Source: an optimization exercise on an open RTL-to-GDS flow (aim: small area). Production flows keep margins and buffers that such runs may drop.
Function was checked by simulation only, so behaviour that the tests miss may differ from the original.
Power figures rest on the tool's default switching activity, not on a simulated workload.

## flow/map_cells.py

```python
#!/usr/bin/env python3
"""Give the register file's gate modules (rf_wmux, rf_aoi222, rf_aoi22) and the drivers
of its long select and write-enable lines (rf_drv_*) a
body of one sky130 cell each, the cell with exactly the module's function.
Reads the design on argv[1], writes the result to argv[2]."""
import re, sys

CELLS = {
    'rf_wmux':   'sky130_fd_sc_hd__a22o_1 u_cell (.A1(we), .A2(d), .B1(we_n), .B2(q), .X(y));',
    'rf_aoi222': 'sky130_fd_sc_hd__a222oi_1 u_cell (.A1(a1), .A2(a2), .B1(b1), .B2(b2), .C1(c1), .C2(c2), .Y(y));',
    'rf_aoi22':  'sky130_fd_sc_hd__a22oi_1 u_cell (.A1(a1), .A2(a2), .B1(b1), .B2(b2), .Y(y));',
    'rf_drv_and3': 'sky130_fd_sc_hd__and3_2 u_cell (.A(a), .B(b), .C(c), .X(y));',
    'rf_drv_and2': 'sky130_fd_sc_hd__and2_2 u_cell (.A(a), .B(b), .X(y));',
    'rf_drv_or2':  'sky130_fd_sc_hd__or2_2 u_cell (.A(a), .B(b), .X(y));',
}

src = open(sys.argv[1]).read()
for mod, cell in CELLS.items():
    pat = re.compile(r'(module\s+' + mod + r'\s*\(.*?\);)(.*?)(endmodule)', re.S)
    m = pat.search(src)
    if not m:
        sys.exit('module %s not found' % mod)
    if 'assign y' not in m.group(2):
        sys.exit('module %s has an unexpected body' % mod)
    src = src[:m.start()] + m.group(1) + '\n    ' + cell + '\n' + m.group(3) + src[m.end():]
open(sys.argv[2], 'w').write(src)
```

## config.mk

```make
export PLATFORM = sky130hd
export DESIGN_NAME = rv32i_exec_top
export DESIGN_NICKNAME = rv32i_exec_top
export VERILOG_FILES = /design/flow/design.v
export SDC_FILE = /design/flow/constraint.sdc
export NUM_CORES = 8
export LEC_CHECK = 0
export CAP_MARGIN = 20
export CORE_MARGIN = 2
export CORE_UTILIZATION = 30
export SETUP_SLACK_MARGIN = 0.2
export SLEW_MARGIN = 20
```

## flow/settings.sh

```bash
MAKE_ARGS=(
  CORE_UTILIZATION=45
  PLACE_DENSITY=0.55
  SETUP_SLACK_MARGIN=0.3
  SLEW_MARGIN=25
  CAP_MARGIN=25
  MATCH_CELL_FOOTPRINT=0
  GPL_TIMING_DRIVEN=0
  SYNTH_INSBUF=0
  "BUFFER_PORTS_ARGS=-buffer_cell sky130_fd_sc_hd__buf_2"
  "CTS_ARGS=-sink_clustering_enable -repair_clock_nets -dont_use_dummy_load -buf_list {sky130_fd_sc_hd__clkbuf_8} -sink_clustering_size 14 -sink_clustering_max_diameter 100"
)
```

## flow/abc_area.script

```
strash
&get -n
&st
&syn2
&dch
&nf -a
&put
topo
stime -c
```

## constraint.sdc

```tcl
create_clock -name core_clock -period 10.0 [get_ports {clk}]
set_input_delay 2.0000 -clock core_clock [delete_from_list [all_inputs] [get_ports {clk}]]
set_output_delay 2.0000 -clock core_clock [all_outputs]
set_load 0.01 [all_outputs]
```

## standard.sh

```bash
#!/bin/bash
# synth_recipe.tcl (not shown) runs the flow's synth.tcl, then flattens the netlist and writes it again
# the make line also repeats each setting of config.mk as NAME=value (left out here)
make -C /OpenROAD-flow-scripts/flow DESIGN_CONFIG=/design/flow/config.mk WORK_HOME=/design/flow/orfs CLKGATE_MAP_FILE= SYNTH_SCRIPT=/design/flow/synth_recipe.tcl "${@:-finish}"
```

## design.v

```verilog
`default_nettype none
module rf_wmux (
    input  logic we,
    input  logic we_n,
    input  logic d,
    input  logic q,
    output logic y
);
    assign y = (we & d) | (we_n & q);
endmodule
module rf_aoi222 (
    input  logic a1, a2, b1, b2, c1, c2,
    output logic y
);
    assign y = ~((a1 & a2) | (b1 & b2) | (c1 & c2));
endmodule
module rf_aoi22 (
    input  logic a1, a2, b1, b2,
    output logic y
);
    assign y = ~((a1 & a2) | (b1 & b2));
endmodule
module rf_read_bit #(
    parameter int N = 33
) (
    input  logic [N-1:0] sel,
    input  logic [N-1:0] d,
    output logic         y
);
    localparam int G3 = (N % 3 == 2) ? N / 3 : (N + 2) / 3 - ((N % 3 == 1) ? 1 : 0);
    localparam int NG = (N + 2) / 3;
    logic [NG-1:0] g;
    for (genvar k = 0; k < N / 3; k++) begin : g_grp
        rf_aoi222 u_aoi (
            .a1(sel[3*k]),   .a2(d[3*k]),
            .b1(sel[3*k+1]), .b2(d[3*k+1]),
            .c1(sel[3*k+2]), .c2(d[3*k+2]),
            .y(g[k])
        );
    end
    if (N % 3 == 2) begin : g_rest2
        rf_aoi22 u_aoi (
            .a1(sel[N-2]), .a2(d[N-2]),
            .b1(sel[N-1]), .b2(d[N-1]),
            .y(g[NG-1])
        );
    end else if (N % 3 == 1) begin : g_rest1
        assign g[NG-1] = ~(sel[N-1] & d[N-1]);
    end
    assign y = ~&g;
endmodule
`default_nettype wire
`default_nettype none
module rf_drv_and3 (
    input  logic a, b, c,
    output logic y
);
    assign y = a & b & c;
endmodule
module rf_drv_and2 (
    input  logic a, b,
    output logic y
);
    assign y = a & b;
endmodule
module rf_drv_or2 (
    input  logic a, b,
    output logic y
);
    assign y = a | b;
endmodule
`default_nettype wire
`default_nettype none
module add_bk #(
    parameter int W = 32
) (
    input  logic [W-1:0] a,
    input  logic [W-1:0] b,
    input  logic         ci,
    output logic [W-1:0] s,
    output logic         co,
    output logic [W-1:0] hp,
    output logic [W-1:0] hg
);
    localparam int L = (W > 32) ? 6 : (W > 16) ? 5 : (W > 8) ? 4 : (W > 4) ? 3 : (W > 2) ? 2 : 1;
    logic [W-1:0] g, p;
    assign hp = a ^ b;
    assign hg = a & b;
    always_comb begin
        g = hg;
        p = hp;
        g[0] = g[0] | (p[0] & ci);
        for (int l = 0; l < L; l++) begin
            for (int j = W - 1; j >= 0; j--) begin
                if (((j + 1) % (2 << l)) == 0 && j >= (1 << l)) begin
                    g[j] = g[j] | (p[j] & g[j - (1 << l)]);
                    p[j] = p[j] & p[j - (1 << l)];
                end
            end
        end
        for (int l = L - 2; l >= 0; l--) begin
            for (int j = W - 1; j >= 0; j--) begin
                if (((j + 1) % (2 << l)) == (1 << l) && j > (1 << l)) begin
                    g[j] = g[j] | (p[j] & g[j - (1 << l)]);
                    p[j] = p[j] & p[j - (1 << l)];
                end
            end
        end
    end
    assign s  = hp ^ {g[W-2:0], ci};
    assign co = g[W-1];
endmodule
`default_nettype wire
`default_nettype none
module rv32i_exec_top
#(
    parameter logic [31:0] RESET_PC = 32'h0000_0000
) (
    input  logic        clk,
    input  logic        arst_n,
    input  logic        instr_valid,
    input  logic [31:0] instr,
    output logic [31:0] pc,
    output logic        wb_valid,
    output logic [4:0]  wb_rd,
    output logic [31:0] wb_data
);
    logic [6:0] opc;
    logic [2:0] f3;
    logic [4:0] rs1, rs2, rd;
    assign opc = instr[6:0];
    assign f3  = instr[14:12];
    assign rs1 = instr[19:15];
    assign rs2 = instr[24:20];
    assign rd  = instr[11:7];
    logic is_lui, is_auipc, is_jal, is_jalr, is_br, is_imm, is_reg;
    assign is_lui   = (opc == 7'b0110111);
    assign is_auipc = (opc == 7'b0010111);
    assign is_jal   = (opc == 7'b1101111);
    assign is_jalr  = (opc == 7'b1100111);
    assign is_br    = (opc == 7'b1100011);
    assign is_imm   = (opc == 7'b0010011);
    assign is_reg   = (opc == 7'b0110011);
    logic writes;
    assign writes = instr_valid & (is_lui | is_auipc | is_jal | is_jalr | is_imm | is_reg)
                  & (rd != 5'd0);
    logic use_rs1, use_rs2, use_pc, use_iimm, use_uimm;
    assign use_rs1  = ~(opc[4] & opc[2]);             
    assign use_pc   = ~opc[5] & opc[4] & opc[2];      
    assign use_rs2  = opc[5] & ~opc[2];               
    assign use_iimm = (~opc[5] & ~opc[2]) | (opc[6] & opc[2] & ~opc[3]);  
    assign use_uimm = opc[4] & opc[2];                
    logic [31:0] i_imm, u_imm;
    assign i_imm = {{21{instr[31]}}, instr[30:20]};
    assign u_imm = {instr[31:12], 12'h000};
    logic [31:1][31:0] regs;
    logic [31:1] valid;
    logic [31:1] we, we_n;
    logic [31:1] rdok;    
    logic [31:1] sel1, sel2;
    logic        byp1, byp2;
    logic [31:0] opa, opb;
    logic [31:0] pc_q;
    logic [31:0] res;
    logic [3:0] w_hi;
    logic [7:0] w_lo;
    logic [7:0] wn_hi;
    logic [3:0] wn_lo;
    always_comb begin
        for (int k = 0; k < 4; k++) w_hi[k] = wb_valid & (wb_rd[4:3] == 2'(k));
        for (int j = 0; j < 8; j++) w_lo[j] = (wb_rd[2:0] == 3'(j));
        for (int k = 0; k < 8; k++) wn_hi[k] = ~(wb_valid & (wb_rd[4:2] == 3'(k)));
        for (int j = 0; j < 4; j++) wn_lo[j] = ~(wb_rd[1:0] == 2'(j));
    end
    logic [3:0] s1_hi, s2_hi;
    logic [7:0] s1_lo, s2_lo;
    always_comb begin
        for (int k = 0; k < 4; k++) begin
            s1_hi[k] = (rs1[4:3] == 2'(k));
            s2_hi[k] = (rs2[4:3] == 2'(k));
        end
        for (int j = 0; j < 8; j++) begin
            s1_lo[j] = use_rs1 & (rs1[2:0] == 3'(j));
            s2_lo[j] = use_rs2 & (rs2[2:0] == 3'(j));
        end
    end
    assign byp1 = use_rs1 & wb_valid & (rs1 == wb_rd);
    assign byp2 = use_rs2 & wb_valid & (rs2 == wb_rd);
    assign rdok = valid & we_n;
    for (genvar i = 1; i < 32; i++) begin : g_dec
        rf_drv_and2 u_we   (.a(w_hi[i / 8]),  .b(w_lo[i % 8]),  .y(we[i]));
        rf_drv_or2  u_we_n (.a(wn_hi[i / 4]), .b(wn_lo[i % 4]), .y(we_n[i]));
        rf_drv_and3 u_sel1 (.a(s1_hi[i / 8]), .b(s1_lo[i % 8]), .c(rdok[i]), .y(sel1[i]));
        rf_drv_and3 u_sel2 (.a(s2_hi[i / 8]), .b(s2_lo[i % 8]), .c(rdok[i]), .y(sel2[i]));
    end
    always_ff @(posedge clk or negedge arst_n) begin
        if (!arst_n) valid <= '0;
        else         valid <= valid | we;
    end
    for (genvar i = 1; i < 32; i++) begin : g_reg
        logic [31:0] nxt;
        for (genvar b = 0; b < 32; b++) begin : g_bit
            rf_wmux u_wmux (.we(we[i]), .we_n(we_n[i]), .d(wb_data[b]), .q(regs[i][b]), .y(nxt[b]));
        end
        always_ff @(posedge clk) regs[i] <= nxt;
    end
    for (genvar b = 0; b < 32; b++) begin : g_rd
        logic [30:0] dv;
        for (genvar i = 1; i < 32; i++) begin : g_d
            assign dv[i-1] = regs[i][b];
        end
        rf_read_bit #(.N(33)) u_rd1 (
            .sel({byp1, sel1, use_pc}), .d({wb_data[b], dv, pc_q[b]}), .y(opa[b]));
        if (b < 12) begin : g_lo
            rf_read_bit #(.N(33)) u_rd2 (
                .sel({byp2, sel2, use_iimm}), .d({wb_data[b], dv, i_imm[b]}), .y(opb[b]));
        end else begin : g_hi
            rf_read_bit #(.N(34)) u_rd2 (
                .sel({use_uimm, byp2, sel2, use_iimm}), .d({u_imm[b], wb_data[b], dv, i_imm[b]}),
                .y(opb[b]));
        end
    end
    logic do_sub;
    assign do_sub = ~opc[2] & (opc[6] | (f3[2:1] == 2'b01) | (opc[5] & f3 == 3'b000 & instr[30]));
    logic [32:0] sum;
    logic [31:0] hp, hg;
    add_bk #(.W(32)) u_add (.a(opa), .b(opb ^ {32{do_sub}}), .ci(do_sub), .s(sum[31:0]), .co(sum[32]),
                            .hp(hp), .hg(hg));
    logic eq, ltu, lt;
    assign eq  = &hp;
    assign ltu = ~sum[32];
    assign lt  = hp[31] ? ltu : opa[31];
    logic taken;
    always_comb begin
        case (f3)
            3'b000:  taken = eq;
            3'b001:  taken = ~eq;
            3'b100:  taken = lt;
            3'b101:  taken = ~lt;
            3'b110:  taken = ltu;
            3'b111:  taken = ~ltu;
            default: taken = 1'b0;
        endcase
    end
    logic        sleft, fillb;
    logic [31:0] shout;
    logic [5:0][31:0] st;
    logic [4:0]  sh_p, sh_l, sh_r;
    assign sleft = ~f3[2];
    assign fillb = instr[30] & opa[31];
    assign sh_p  = ~opb[4:0];
    assign sh_l  = opb[4:0] & {5{sleft}};
    assign sh_r  = opb[4:0] & {5{~sleft}};
    assign st[0] = opa;
    for (genvar k = 0; k < 5; k++) begin : g_sh
        localparam int D = 1 << k;
        localparam bit INV = (k % 2) == 1;  
        logic fill;
        assign fill = INV ? ~fillb : fillb;
        for (genvar j = 0; j < 32; j++) begin : g_b
            if (j >= D) begin : g_full
                rf_aoi222 u_aoi (
                    .a1(sh_p[k]), .a2(st[k][j]),
                    .b1(sh_l[k]), .b2(st[k][j - D]),
                    .c1(sh_r[k]), .c2(j + D < 32 ? st[k][(j + D) % 32] : fill),
                    .y(st[k+1][j]));
            end else if (!INV) begin : g_edge0
                rf_aoi22 u_aoi (
                    .a1(sh_p[k]), .a2(st[k][j]),
                    .b1(sh_r[k]), .b2(j + D < 32 ? st[k][(j + D) % 32] : fill),
                    .y(st[k+1][j]));
            end else begin : g_edge1
                assign st[k+1][j] = ~((sh_p[k] & st[k][j]) | sh_l[k]
                                      | (sh_r[k] & (j + D < 32 ? st[k][(j + D) % 32] : fill)));
            end
        end
    end
    assign shout = ~st[5];
    logic [31:0] pc4, tgt, npc, pc_d;
    logic [31:0] timm;
    logic        t_co;
    logic [31:1] t_hp, t_hg;
    assign timm = opc[2] ? {{12{instr[31]}}, instr[19:12], instr[20], instr[30:21], 1'b0}   
                         : {{20{instr[31]}}, instr[7], instr[30:25], instr[11:8], 1'b0};  
    add_bk #(.W(31)) u_tgt (.a(pc_q[31:1]), .b(timm[31:1]), .ci(1'b0), .s(tgt[31:1]), .co(t_co),
                            .hp(t_hp), .hg(t_hg));
    assign tgt[0] = pc_q[0];
    logic [31:2] ci;
    assign ci[2] = 1'b1;
    for (genvar k = 2; k < 32; k++) begin : g_inc
        assign pc4[k] = pc_q[k] ^ ci[k];
        if (k < 31) begin : g_c
            assign ci[k+1] = pc_q[k] & ci[k];
        end
    end
    assign pc4[1:0] = pc_q[1:0];
    always_comb begin
        if (is_jalr)                       npc = {sum[31:1], 1'b0};
        else if (is_jal | (is_br & taken)) npc = tgt;
        else                               npc = pc4;
    end
    assign pc_d = instr_valid ? npc : pc_q;
    logic [31:1] pc_hi;
    logic        pc_lo;
    always_ff @(posedge clk or negedge arst_n) begin
        if (!arst_n) pc_hi <= RESET_PC[31:1];
        else         pc_hi <= pc_d[31:1];
    end
    generate
        if (RESET_PC[0]) begin : g_pc0
            always_ff @(posedge clk or negedge arst_n) begin
                if (!arst_n) pc_lo <= 1'b1;
                else         pc_lo <= pc_d[0];
            end
        end else begin : g_pc0_zero
            assign pc_lo = 1'b0;
        end
    endgenerate
    assign pc_q = {pc_hi, pc_lo};
    assign pc   = pc_q;
    logic r_alu, r_sum, r_sll, r_slt, r_sltu, r_xor, r_sr, r_or, r_and, r_link;
    assign r_alu  = ~opc[2];
    assign r_sum  = (r_alu & f3 == 3'b000) | (opc[2] & opc[4]);
    assign r_sll  = r_alu & f3 == 3'b001;
    assign r_slt  = r_alu & f3 == 3'b010;
    assign r_sltu = r_alu & f3 == 3'b011;
    assign r_xor  = r_alu & f3 == 3'b100;
    assign r_sr   = r_alu & f3 == 3'b101;
    assign r_or   = r_alu & f3 == 3'b110;
    assign r_and  = r_alu & f3 == 3'b111;
    assign r_link = opc[2] & ~opc[4];
    assign res = (sum[31:0]     & {32{r_sum}})
               | ({31'd0, lt}   & {32{r_slt}})
               | ({31'd0, ltu}  & {32{r_sltu}})
               | (hp            & {32{r_xor | r_or}})
               | (hg            & {32{r_and | r_or}})
               | (shout         & {32{r_sll | r_sr}})
               | (pc4           & {32{r_link}});
    always_ff @(posedge clk or negedge arst_n) begin
        if (!arst_n) wb_valid <= 1'b0;
        else         wb_valid <= writes;
    end
    always_ff @(posedge clk) begin
        wb_rd   <= rd;
        wb_data <= res;
    end
endmodule
`default_nettype wire
```

## flow/run.sh

```bash
#!/bin/bash
# Own layout flow: the standard ORFS flow (standard.sh), with
#  - the register file's gate modules given one sky130 cell each (map_cells.py)
#  - synthesis as synth_recipe.tcl does it, but ABC run with an area-oriented script
#  - a denser floorplan, smaller clock buffers and no CTS dummy loads
set -euo pipefail
HERE=$(pwd)
FD=$HERE/flow

python3 $FD/map_cells.py $HERE/design.v $HERE/design_mapped.v > $HERE/map_cells.log 2>&1

# synthesis script: ORFS's synth.tcl with only the final abc script swapped
sed "s|log_cmd abc {\*}\$abc_args|set abc_args [lreplace \$abc_args 1 1 $FD/abc_area.script]\n  log_cmd abc {*}\$abc_args|" \
    $FLOW_HOME/scripts/synth.tcl > $HERE/my_synth_body.tcl
grep -q "abc_area.script\]" $HERE/my_synth_body.tcl
sed "s|source \$::env(SCRIPTS_DIR)/synth.tcl|source $HERE/my_synth_body.tcl|" $HERE/synth_recipe.tcl > $HERE/my_synth.tcl
grep -q my_synth_body $HERE/my_synth.tcl

source $FD/settings.sh

bash standard.sh VERILOG_FILES=$HERE/design_mapped.v SYNTH_SCRIPT=$HERE/my_synth.tcl "${MAKE_ARGS[@]}" ${FLOW_TARGET:-finish} > $HERE/flow_make.log 2>&1
```

==> results.py, run 1 <==
metrics = {
    "outcome": {
        "status": "no timing/DRC/antenna violations",
    },
    "logic_synthesis": {
        "ys_ff_latch": 1092,
        "yosysTopAreaCell": "dfxtp_1",
        "synth_cells": 4130,
        "synth_seq_area_share": 0.465,
        "synth_cell_types": 50,
        "synth_compound_area_frac": 0.397,
        "syn_area_per_cell_um2": 11.5,
        "yosys.area_share.adder": 0.0364,
        "synthTopCellsByArea": "dfxtp_1 (43%), a22o_1 (18%), a222oi_1 (18%)",
        "synth_top_family_by_area": "compound AO/OA/AOI/OAI gates",
        "ys.flop_type": "dfxtp_1",
        "synth_top_area_share": 0.432,
        "synth_edf_count": 0,
        "synth-simple-area-share": 0.0804,
        "synthXorXnorAreaFrac": 0.0141,
        "syn_area_um2": 47700,
        "muxShareOfSynthArea": 0.00430,
        "async_reset_ff_frac": 0.0577,
        "synthTopCellsByCount": "dfxtp_1 (1029), a22o_1 (992), a222oi_1 (854)",
        "ys.warnings.count": 3,
        "synth.most_common_cell": "dfxtp_1",
    },
    "power": {
        "pwr-share-seq": 0.575,
        "p_per_area_nw_per_um2": 160,
        "power.share.combinational": 0.150,
        "clkPwrFrac": 0.275,
        "peakVddDrop_mv": 0.117,
        "p_switching_mw": 2.70,
        "p_leak_nw": 18.8,
        "power.total_mw": 8.47,
        "internal_power_mw": 5.77,
        "p_sw_frac": 0.319,
    },
    "place": {
        "io_buffer_count": 103,
        "hpwl_mm": 150,
        "place_ws_ns": -1.76,
        "gp_congestion": 1.00,
    },
    "grt": {
        "grt_max_degree": 48,
        "grt_pass1_wl_mm": 356,
        "overflow": 0,
        "groute.usage.overall": 0.460,
        "antenna_found_initial": 12,
        "first_global_vias": 45500,
    },
    "cts": {
        "clkSlewWorstSetupHoldPaths_ns": 0.09,
        "clk_latency_ns": 0.83,
        "tritoncts": "done",
        "numCtsBuffers": 89,
        "clockRootBuffer": "clkbuf_8",
        "holdBufCountCts": 0,
        "clock_path_buffers": 3,
        "htree_levels": 3,
        "cts_num_sinks": 1092,
    },
    "sta": {
        "fin_worst_skew_ns": 0.119,
        "fmax_ghz": 0.105,
        "setup_ws_ns": 0.489,
        "drv_slew": 0,
        "timing.hold.ws_ns": 0.477,
        "finalHoldViolations": 0,
        "period_minus_slack_ns": 9.51,
        "setup_violations": 0,
        "timing.setup.tns_ns": 0,
        "relSlewSlack": 0.156,
        "period_share": 0.951,
        "grt_setup_unrepaired": "no",
        "tightest_slew_ns": 1.27,
    },
    "setup_path": {
        "cp-start-kind": "input port",
        "crit_path_end_kind": "register",
        "critPathBufInv": 5,
        "cp_max_fo": 32,
        "cpLargestDelayFamily": "compound AO/OA/AOI/OAI gates",
        "crit_cells": 26,
        "rrSetupSlack_ns": 0.54,
        "r2r_cells": 28,
        "setup.worst_path.class": "in -> reg",
        "worstSetupEndpoint": "pc_hi[21]",
        "rr_startpoint": "wb_valid",
        "timing.rr.end": "pc_hi[21]",
        "cp_data_required_time_ns": 10.65,
        "crit_slowest_cell": "nor2b_1",
        "worstPathArrival_ns": 10.16,
        "cp-startpoint": "instr[24]",
        "max_stage_delay_ns": 0.96,
    },
    "die": {
        "rows": 119,
        "die_area_um2": 109000,
        "coreArea_um2": 105000,
        "start_util": 0.453,
        "die_x_um": 330,
        "num_io_pins": 105,
        "die_y_um": 330,
    },
    "final_layout": {
        "layout.nets": 4546,
        "drive_above_1_share": 0.104,
        "nFillCells": 9512,
        "fin_util": 0.502,
        "areaGrowthSynthToFinish_pct": 10.9,
    },
    "detailed_routing": {
        "wirelength_mm": 263,
        "route.detailed.drc": 0,
        "firstDrtPassIters": 17,
        "first_iter_violations": 14000,
        "ant_nets": 0,
        "routedWlPerCell_um": 45.4,
        "num_vias": 50100,
        "via_per_inst": 8.65,
    },
    "hold_path": {
        "hold_class": "reg -> reg",
    },
    "flow_run": {
        "max_cap_viol_count": 0,
    },
}
==> layer usage <==
metal | GRT usage | wire (um) | up-vias
li1 | - | - | 19500
met1 | 0.593 | 96700 | 24800
met2 | 0.637 | 106000 | 4910
met3 | 0.177 | 40400 | 945
met4 | 0.296 | 20200 | 6
met5 | 0.00652 | 38 | -
==> worst min-delay path by stage <==
stage / start / to / slack [ns] / cells past startpoint
CTS: valid[20] / valid[20] / 0.48 / 1
floorplan: valid[10] / valid[10] / 0.43 / 1
global placement: valid[8] / valid[8] / 0.45 / 1
global route: valid[4] / valid[4] / 0.49 / 1
detailed placement: valid[24] / valid[24] / 0.45 / 1
finish: valid[13] / valid[13] / 0.48 / 1
==> timing repair <==
| action | in CTS | in global routing |
|---|---|---|
| setup endpoints to repair | 41 | 34 |
| gates resized for setup | 33 | 10 |
| endpoints found under the hold margin | 0 | 0 |
| cloned | 4 | 1 |
| buffers inserted | 2 | 4 |
| pin swaps | 5 | 9 |
==> power groups by stage <==
stage | sequential (mW) | clock, mW | combinational (mW)
floorplan | 4.88 | 0 | 0.593
global placement | 5.08 | 0 | 0.985
detailed placement | 4.95 | 0 | 1.22
CTS | 4.85 | 2.33 | 1.23
global route | 4.88 | 2.47 | 1.34
finish | 4.87 | 2.33 | 1.27
==> final cells by class <==
class	instances	area, um^2	area share
repair buffers	164	1580	0.0299
multi-input cells	3007	25900	0.491
clock buffers	89	1220	0.0232
inverters	37	139	0.00263
well taps	1391	1740	0.0329
diodes	14	35.0	0.000662
flip-flops and latches	1092	22200	0.420
==> sequential cells by signal, summed over array words and instances (netlist names) <==
name and count:
regs 992, pc_hi 31, wb_valid 1, wb_data 32
wb_rd 5, valid 31
==> worst reg2reg max path, delay by kind of cell, from the launching register on <==
kind | cells | cell delay [ns]
buf+inv | 4 | 0.97
xor+xnor | 2 | 0.38
fa+ha+maj | 1 | 0.33
flops | 1 | 0.59
mux | 2 | 0.36
compound gates | 11 | 3.33
simple gates | 8 | 3.39
==> placed cells by master, fill, tap and decap left out, drive strengths merged, types with 30 or more instances in the layout <==
cell type  instances
dfxtp           1029
a22o             992
a222oi           854
nand4            173
buf              164
nand2            105
nor2             102
ha                89
clkbuf            89
and3              70
and2              66
or2               64
dfrtp             63
xnor2             57
o21ai             48
a21oi             47
clkinv            37
a22oi             33
nor3              32
fa                31
a21o              30
==> stage by stage <==
stage	std cells	area [um^2]
global placement	5625	50000
global route	5785	52900
detailed placement	5680	51300
CTS	5775	52700
finish	5794	52900
floorplan	4131	47700
==> cell families after synthesis <==
logic type                 Yosys count
AOI/OAI and AO/OA                 2101
DFF                               1092
and+or+nand+nor                    682
adders and majority gates          120
xor gates and xnor gates            77
buffers and inverters               37
muxes                               20
other                                1
==> run 2, diff against run 1 <==
--- a/design.v
+++ b/design.v
@@ -276,7 +276,7 @@
         end
     end
     assign shout = ~st[5];
-    logic [31:0] pc4, tgt, npc, pc_d;
+    logic [31:0] pc4, tgt, pc_d;
     logic [31:0] timm;
     logic        t_co;
     logic [31:1] t_hp, t_hg;
@@ -294,12 +294,22 @@
         end
     end
     assign pc4[1:0] = pc_q[1:0];
-    always_comb begin
-        if (is_jalr)                       npc = {sum[31:1], 1'b0};
-        else if (is_jal | (is_br & taken)) npc = tgt;
-        else                               npc = pc4;
+    logic np_jalr, np_tgt, np_seq, np_hold;
+    logic [31:0] jalr_tgt;
+    assign np_jalr  = instr_valid & is_jalr;
+    assign np_tgt   = instr_valid & (is_jal | (is_br & taken));
+    assign np_seq   = instr_valid & ~is_jalr & ~(is_jal | (is_br & taken));
+    assign np_hold  = ~instr_valid;
+    assign jalr_tgt = {sum[31:1], 1'b0};
+    for (genvar b = 0; b < 32; b++) begin : g_npc
+        logic t3_n;
+        rf_aoi222 u_aoi (
+            .a1(np_jalr), .a2(jalr_tgt[b]),
+            .b1(np_tgt),  .b2(tgt[b]),
+            .c1(np_seq),  .c2(pc4[b]),
+            .y(t3_n));
+        assign pc_d[b] = ~(t3_n & ~(np_hold & pc_q[b]));
     end
-    assign pc_d = instr_valid ? npc : pc_q;
     logic [31:1] pc_hi;
     logic        pc_lo;
     always_ff @(posedge clk or negedge arst_n) begin
==> run 2 against run 1 <==
Against the previous run:
- fmax shrank 2.6%
- clock skew fell by 0.013 ns
- synthesized cell count decreased by 0.53%
- area after synthesis shrank 0.28%
- highest routed layer unchanged
==> results.py, run 2 <==
metrics = {
    "place": {
        "gp_congestion": 0.997,
        "hpwl_mm": 149,
        "post_dp_cell_area_um2": 51200,
        "io_buffer_count": 103,
        "dp_cells": 5668,
    },
    "final_layout": {
        "final_cell_mix": "dfxtp_1 (997), a22o_1 (993), a222oi_1 (879)",
        "areaGrowthSynthToFinish_pct": 10.7,
        "nFillCells": 9628,
        "design_area_um2": 52600,
        "reg.largest.list": "regs: 992 flops, wb_data: 32 flops",
        "layout.nets": 4528,
        "finalNonFillerCells": 5774,
        "largest_reg_flops": 992,
        "fin_util": 0.501,
        "layout_commonest_cell": "dfxtp_1",
        "multi_input_area_um2": 25500,
        "regMostFlops": "regs",
        "drive_above_1_share": 0.104,
        "register_area_um2": 22200,
    },
    "detailed_routing": {
        "wirelength_mm": 265,
        "ant_nets": 0,
        "route.detailed.drc": 0,
        "firstDrtPassIters": 21,
        "via_per_inst": 8.63,
        "routedWlPerCell_um": 45.8,
        "num_vias": 49800,
        "first_iter_violations": 13500,
    },
    "logic_synthesis": {
        "synth_seq_area_share": 0.466,
        "ys.flop_type": "dfxtp_1",
        "synth_top_area_share": 0.433,
        "synth_cell_types": 54,
        "ys_ff_latch": 1092,
        "synth_top_family_by_area": "compound AO/OA/AOI/OAI gates",
        "synth.most_common_cell": "dfxtp_1",
        "ys.warnings.count": 3,
        "synth-simple-area-share": 0.0774,
        "yosys.area_share.adder": 0.0365,
        "syn_area_um2": 47600,
        "yosysTopAreaCell": "dfxtp_1",
        "syn_area_per_cell_um2": 11.6,
        "synthTopCellsByCount": "dfxtp_1 (1029), a22o_1 (993), a222oi_1 (879)",
        "async_reset_ff_frac": 0.0577,
        "synthTopCellsByArea": "dfxtp_1 (43%), a222oi_1 (19%), a22o_1 (18%)",
        "muxShareOfSynthArea": 0.00137,
        "synthXorXnorAreaFrac": 0.0138,
        "synth_cells": 4108,
        "synth_edf_count": 0,
        "synth_compound_area_frac": 0.398,
    },
    "die": {
        "die_x_um": 329,
        "die_area_um2": 108000,
        "coreArea_um2": 105000,
        "rows": 119,
        "start_util": 0.452,
        "die_y_um": 329,
        "num_io_pins": 105,
    },
    "sta": {
        "setup_violations": 0,
        "fin_worst_skew_ns": 0.107,
        "relSlewSlack": 0.169,
        "timing.hold.ws_ns": 0.475,
        "drv_slew": 0,
        "period_minus_slack_ns": 9.77,
        "finalHoldViolations": 0,
        "tightest_slew_ns": 1.24,
        "grt_setup_unrepaired": "no",
        "period_share": 0.977,
        "fmax_ghz": 0.102,
    },
    "grt": {
        "groute.usage.overall": 0.464,
        "first_global_vias": 45600,
        "grt_max_degree": 45,
        "overflow": 0,
        "grt_pass1_wl_mm": 360,
        "antenna_found_initial": 11,
    },
    "cts": {
        "tritoncts": "done",
        "cts_num_sinks": 1092,
        "clockRootBuffer": "clkbuf_8",
        "clock_path_buffers": 3,
        "clk_latency_ns": 0.84,
        "numCtsBuffers": 88,
        "htree_levels": 3,
        "clkSlewWorstSetupHoldPaths_ns": 0.10,
    },
    "setup_path": {
        "crit_path_end_kind": "register",
        "cp_cell_sequence": "buf_2 > nand2_1 > nand2_1 > nor2_1 > and3_2 > buf_12 > a222oi_1 > nand4_1 > nor2_1 > nand4_1 > ha_1 > a21oi_1 > o21ai_0 > a21oi_1 > o21ai_0 > a21oi_1 > mux2i_1 > xor2_1 > o21ai_0 > nand3_1 > and3_2 > buf_16 > a222oi_1 > o21ai_0",
        "path_common_cell": "o21ai_0",
        "critPathBufInv": 3,
        "setup.worst_path.class": "in -> reg",
        "cp_data_required_time_ns": 10.62,
        "worstPathArrival_ns": 10.39,
        "crit_slowest_cell": "a222oi_1",
        "max_stage_delay_ns": 0.96,
        "cp_max_fo": 27,
        "cp-start-kind": "input port",
        "cpLargestDelayFamily": "simple AND/OR/NAND/NOR gates",
    },
    "power": {
        "p_leak_nw": 18.6,
        "p_per_area_nw_per_um2": 158,
        "power.total_mw": 8.34,
        "peakVddDrop_mv": 0.115,
    },
    "outcome": {
        "status": "no timing/DRC/antenna violations",
    },
    "flow_run": {
        "max_cap_viol_count": 0,
    },
    "hold_path": {
        "hold_class": "reg -> reg",
    },
}
run 2: path summary, 6_finish.rpt:
kind,from,endpoint,slack [ns],depth (start not counted)
worst max-delay path,instr[2],pc_hi[11],0.23,24
worst min-delay path,valid[13],valid[13],0.47,1
worst max register to register,wb_rd[3],pc_hi[31],0.37,22
worst min register to register,valid[13],valid[13],0.47,1
max in group asynchronous,arst_n,valid[31],8.22,2
min in group asynchronous,arst_n,pc_hi[31],1.10,1
run 2: cell families after synthesis:
| family | Yosys count |
|---|---|
| AO/OA/AOI/OAI | 2093 |
| XOR/XNOR | 75 |
| adder cells (fa/ha/maj) | 120 |
| buffers and inverters | 82 |
| flip-flops | 1092 |
| multiplexers | 6 |
| other | 1 |
| AND/OR/NAND/NOR | 639 |
run 2: timing repair:
item	4_1_cts	5_1_grt
buffers inserted	1	0
gates cloned	0	1
gates resized for setup	8	6
endpoints found under the hold margin	0	0
endpoints found under the setup margin	23	9
hold buffers	0	0
pin swaps	1	1
run 2: cell type report:
class	instances	area share
clock buffer	88	0.0230
tap	1391	0.0331
antenna	12	0.000571
inverter	82	0.00585
timing repair buffer	173	0.0301
sequential	1092	0.422
multi-input combinational	2936	0.485
run 2: routing by layer:
metal,vias up,routed length (um),global-route usage
met3,987,39400,0.173
met1,24700,97700,0.599
met4,10,21600,0.300
met2,4694,106000,0.648
met5,-,117,0.00522
li1,19400,-,-
run 2: report_power, final:
part | switching (mW) | leakage (nW) | internal (mW)
registers | 0.358 | 9.17 | 4.49
clock network | 1.53 | 0.633 | 0.787
logic | 0.743 | 8.84 | 0.432
total | 2.63 | 18.6 | 5.71
run 2: metrics by stage:
step / TNS, ns / setup slack, ns
2_1_floorplan: 0 / 0.317
3_3_place_gp: -539.94 / -10.34
3_5_place_dp: -22.37 / -1.08
4_1_cts: 0 / 0.502
5_1_grt: 0 / 0.309
6_report: 0 / 0.231
==> run 3, diff against run 2 <==
--- a/design.v
+++ b/design.v
@@ -71,6 +71,14 @@
 endmodule
 `default_nettype wire
 `default_nettype none
+module rf_drv_buf (
+    input  logic a,
+    output logic y
+);
+    assign y = a;
+endmodule
+`default_nettype wire
+`default_nettype none
 module add_bk #(
     parameter int W = 32
 ) (
@@ -197,10 +205,14 @@
         if (!arst_n) valid <= '0;
         else         valid <= valid | we;
     end
+    logic [31:0] wdat;
+    for (genvar b = 0; b < 32; b++) begin : g_wd
+        rf_drv_buf u_wd (.a(wb_data[b]), .y(wdat[b]));
+    end
     for (genvar i = 1; i < 32; i++) begin : g_reg
         logic [31:0] nxt;
         for (genvar b = 0; b < 32; b++) begin : g_bit
-            rf_wmux u_wmux (.we(we[i]), .we_n(we_n[i]), .d(wb_data[b]), .q(regs[i][b]), .y(nxt[b]));
+            rf_wmux u_wmux (.we(we[i]), .we_n(we_n[i]), .d(wdat[b]), .q(regs[i][b]), .y(nxt[b]));
         end
         always_ff @(posedge clk) regs[i] <= nxt;
     end
--- a/flow/map_cells.py
+++ b/flow/map_cells.py
@@ -1,8 +1,8 @@
 #!/usr/bin/env python3
-"""Give the register file's gate modules (rf_wmux, rf_aoi222, rf_aoi22) and the drivers
-of its long select and write-enable lines (rf_drv_*) a
-body of one sky130 cell each, the cell with exactly the module's function.
-Reads the design on argv[1], writes the result to argv[2]."""
+"""Give each of the design's gate modules (rf_wmux, rf_aoi222, rf_aoi22 and the
+line drivers rf_drv_*) a body of one sky130 cell, the cell with exactly the
+module's function. The register file, the shifter and the next-pc select use
+these modules. Reads the design on argv[1], writes the result to argv[2]."""
 import re, sys
 
 CELLS = {
@@ -12,6 +12,7 @@
     'rf_drv_and3': 'sky130_fd_sc_hd__and3_2 u_cell (.A(a), .B(b), .C(c), .X(y));',
     'rf_drv_and2': 'sky130_fd_sc_hd__and2_2 u_cell (.A(a), .B(b), .X(y));',
     'rf_drv_or2':  'sky130_fd_sc_hd__or2_2 u_cell (.A(a), .B(b), .X(y));',
+    'rf_drv_buf':  'sky130_fd_sc_hd__buf_4 u_cell (.A(a), .X(y));',
 }
 
 src = open(sys.argv[1]).read()
==> run 3 against run 2 <==
Against the previous run:
- total power grew 0.93%
- via count grew 0.12%
- clock power is essentially flat
- register-to-register slack gained 0.22 ns
- area after synthesis grew 0.44%
- routed wire length grew 2.6%
- global-route usage grew 1.3 points
- clock skew shrank 0.040 ns
- core utilization shrank 0.40 points
- fmax grew 1.7%
- synthesized cell count grew 0.88%
- non-clock buffer count grew 12
- critical path type unchanged
- critical endpoint is now pc_hi[26]
- largest power group unchanged
==> results.py, run 3 <==
metrics = {
    "grt": {
        "antenna_found_initial": 18,
        "grt_max_degree": 41,
        "overflow": 0,
        "grt_pass1_wl_mm": 367,
        "first_global_vias": 45400,
        "groute.usage.overall": 0.477,
    },
    "cts": {
        "holdBufCountCts": 0,
        "clkSlewWorstSetupHoldPaths_ns": 0.11,
        "tritoncts": "done",
        "cts_num_sinks": 1092,
        "numCtsBuffers": 88,
        "clock_path_buffers": 3,
        "clk_latency_ns": 0.84,
        "clockRootBuffer": "clkbuf_8",
        "htree_levels": 3,
    },
    "logic_synthesis": {
        "synth_cells": 4144,
        "ys.warnings.count": 3,
        "async_reset_ff_frac": 0.0577,
        "synthTopCellsByArea": "dfxtp_1 (43%), a222oi_1 (18%), a22o_1 (18%)",
        "synth_edf_count": 0,
        "ys_ff_latch": 1092,
        "yosysTopAreaCell": "dfxtp_1",
        "synth_seq_area_share": 0.464,
        "synth_cell_types": 52,
        "syn_area_per_cell_um2": 11.5,
        "ys.flop_type": "dfxtp_1",
        "synthTopCellsByCount": "dfxtp_1 (1029), a22o_1 (992), a222oi_1 (877)",
        "synth.most_common_cell": "dfxtp_1",
        "syn_area_um2": 47800,
        "synth_top_area_share": 0.431,
    },
    "sta": {
        "timing.hold.ws_ns": 0.476,
        "relSlewSlack": 0.156,
        "fin_worst_skew_ns": 0.0670,
        "tightest_slew_ns": 1.27,
        "fmax_ghz": 0.104,
        "period_minus_slack_ns": 9.60,
        "setup_violations": 0,
        "timing.setup.tns_ns": 0,
        "finalHoldViolations": 0,
        "grt_setup_unrepaired": "no",
        "drv_slew": 0,
        "period_share": 0.960,
    },
    "detailed_routing": {
        "num_vias": 49900,
        "wirelength_mm": 271,
        "ant_nets": 0,
        "firstDrtPassIters": 22,
        "route.detailed.drc": 0,
        "first_iter_violations": 13900,
        "routedWlPerCell_um": 46.9,
        "via_per_inst": 8.62,
    },
    "setup_path": {
        "cp_max_fo": 32,
        "max_stage_delay_ns": 0.89,
        "cp_data_required_time_ns": 10.65,
        "cpLargestDelayFamily": "simple AND/OR/NAND/NOR gates",
        "critPathBufInv": 5,
        "crit_slowest_cell": "ha_1",
        "path_common_cell": "nand2_1",
        "setup.worst_path.class": "in -> reg",
        "cp-start-kind": "input port",
        "worstPathArrival_ns": 10.25,
        "crit_path_end_kind": "register",
        "cp_cell_sequence": "buf_2 > nand2_1 > nand2_1 > nor2_1 > and3_2 > a222oi_1 > clkbuf_2 > nand4_1 > nor2_1 > nand4_1 > ha_1 > nand2_1 > nor2_1 > nand2_1 > o21bai_1 > nand2_1 > clkinv_1 > o21ai_0 > clkinv_1 > o21a_1 > fa_1 > clkinv_1 > a222oi_1 > o21ai_0",
    },
    "place": {
        "io_buffer_count": 103,
        "hpwl_mm": 161,
        "gp_congestion": 1.03,
        "post_dp_cell_area_um2": 50900,
    },
    "final_layout": {
        "layout_commonest_cell": "dfxtp_1",
        "register_area_um2": 22200,
        "largest_reg_flops": 992,
        "areaGrowthSynthToFinish_pct": 9.46,
        "regMostFlops": "regs",
        "design_area_um2": 52300,
        "layout.nets": 4543,
        "final_cell_mix": "dfxtp_1 (1029), a22o_1 (992), a222oi_1 (877)",
        "multi_input_area_um2": 25400,
        "reg.largest.list": "regs: 992 flops, wb_data: 32 flops",
        "nFillCells": 9480,
        "drive_above_1_share": 0.0983,
    },
    "power": {
        "p_leak_nw": 18.6,
        "p_per_area_nw_per_um2": 161,
        "peakVddDrop_mv": 0.127,
    },
    "die": {
        "die_area_um2": 109000,
        "die_y_um": 330,
        "coreArea_um2": 105000,
        "start_util": 0.454,
        "rows": 119,
        "die_x_um": 330,
        "num_io_pins": 105,
    },
    "outcome": {
        "status": "no timing/DRC/antenna violations",
    },
    "hold_path": {
        "hold_class": "reg -> reg",
    },
    "flow_run": {
        "max_cap_viol_count": 0,
    },
}
## run 3: changes by cell type in the layout (fill, tap and decap cells not counted), sizes merged, moves of 3 or more
cell | before | now
nor2 | 71 | 81
a211oi | 3 | 6
buf | 167 | 183
o21ai | 66 | 70
diode | 12 | 5
clkbuf | 94 | 90
nand4 | 168 | 173
nand2b | 12 | 9
and4 | 14 | 9
## run 3: final cells by class
cell class,count,area share
Multi-Input combinational cell,2940,0.487
Sequential cell,1092,0.424
Tap cell,1391,0.0333
Inverter,81,0.00581
Timing Repair Buffer,153,0.0222
Clock buffer,88,0.0232
Antenna cell,5,0.000239
Buffer,32,0.00459
## run 3: final timing paths
path                               start        end  slack (ns)  cells past startpoint
worst max register to register  wb_valid  pc_hi[26]        0.59                     24
min in group asynchronous         arst_n  pc_hi[21]        1.10                      1
worst min register to register  valid[7]   valid[7]        0.48                      1
worst min-delay path            valid[7]   valid[7]        0.48                      1
worst max-delay path            instr[2]  pc_hi[26]        0.40                     24
max in group asynchronous         arst_n  valid[19]        8.26                      2
## run 3: per-stage QoR
stage               setup slack [ns]  total power, mW  instances  utilization
global route                   0.403             8.60       5778        0.497
CTS                            0.337             8.31       5770        0.495
global placement               -3.82             6.07       5639        0.475
floorplan                       1.49             5.44       4145            -
detailed placement            -0.500             6.09       5682        0.484
finish                         0.398             8.42       5782        0.497
## run 3: cell families after synthesis
family	Yosys count	share of synthesized area
simple gates	642	0.0764
compound gates	2094	0.396
xor+xnor	77	0.0141
fa+ha+maj	120	0.0363
other cells	1	0.0000785
mux	5	0.00115
buf+inv	113	0.0114
flops	1092	0.464
## run 3: timing repair
action	4_1_cts	5_1_grt
setup endpoints to repair	0	31
resized for setup	0	5
setup buffers	0	0
## run 3: routing by layer
| metal | track usage | wire [um] | up-vias |
|---|---|---|---|
| li1 | - | - | 19400 |
| met1 | 0.599 | 96100 | 24400 |
| met2 | 0.658 | 108000 | 4878 |
| met3 | 0.177 | 41200 | 1186 |
| met4 | 0.371 | 26000 | 20 |
| met5 | 0.00435 | 313 | - |
## run 3: power breakdown
group	switching, mW	internal [mW]	total, mW
Clock	1.54	0.787	2.33
Combinational	0.923	0.406	1.33
Sequential	0.277	4.48	4.76
Total	2.74	5.67	8.42
## run 3: worst reg2reg max path, stage by stage (launching register included)
cell and delay, ns:
dfrtp_1 0.68, nor3b_1 0.82, nand2_1 0.20, or2_4 0.55
and2_0 0.32, and3_4 0.43, a222oi_1 1.07, nand4_1 0.18
a211oi_1 0.79, nand4_1 0.38, xor2_1 0.24, ha_1 0.55
nand2_1 0.13, nor2_1 0.16, nand2_1 0.14, o21bai_1 0.25
nand2_1 0.25, clkinv_1 0.13, o21ai_0 0.38, clkinv_1 0.21
o21a_1 0.22, fa_1 0.59, clkinv_1 0.10, a222oi_1 0.33
o21ai_0 0.13

-- what the ideal ports hide --
The results above use ideal ports. As a check the final layouts listed here were re-extracted and re-timed, cells and wires unchanged.
Step 1: set_driving_cell puts a clkbuf_16 on clk and a buf_2 on each other input, an assumption about the parent block.
Step 2 times the ports against the registers' clock, not the clock port: input delays grow and output delays shrink by t, the midpoint of the rising clock arrivals with the driver on.
Three values: no drivers, after step 1, after step 2; two values: the first two.
run	t (ns)	slack for setup (ns)	worst hold slack (ns)	worst setup path at the end	cell pins on the clock port's net
run 1	0.857	0.489 / 0.544 / -0.313	0.477 / 0.477 / 0.477	input to register	1
run 2	0.863	0.231 / 0.287 / -0.575	0.475 / 0.475 / 0.475	input to register	1
run 3	0.881	0.398 / 0.453 / -0.428	0.476 / 0.476 / 0.476	input to register	1
Met with ideal ports but missed after step 2: setup timing in every run listed. For run 3, which loses most, drivers alone change the setup slack by +0.055 ns; drivers and shift together by -0.826 ns.
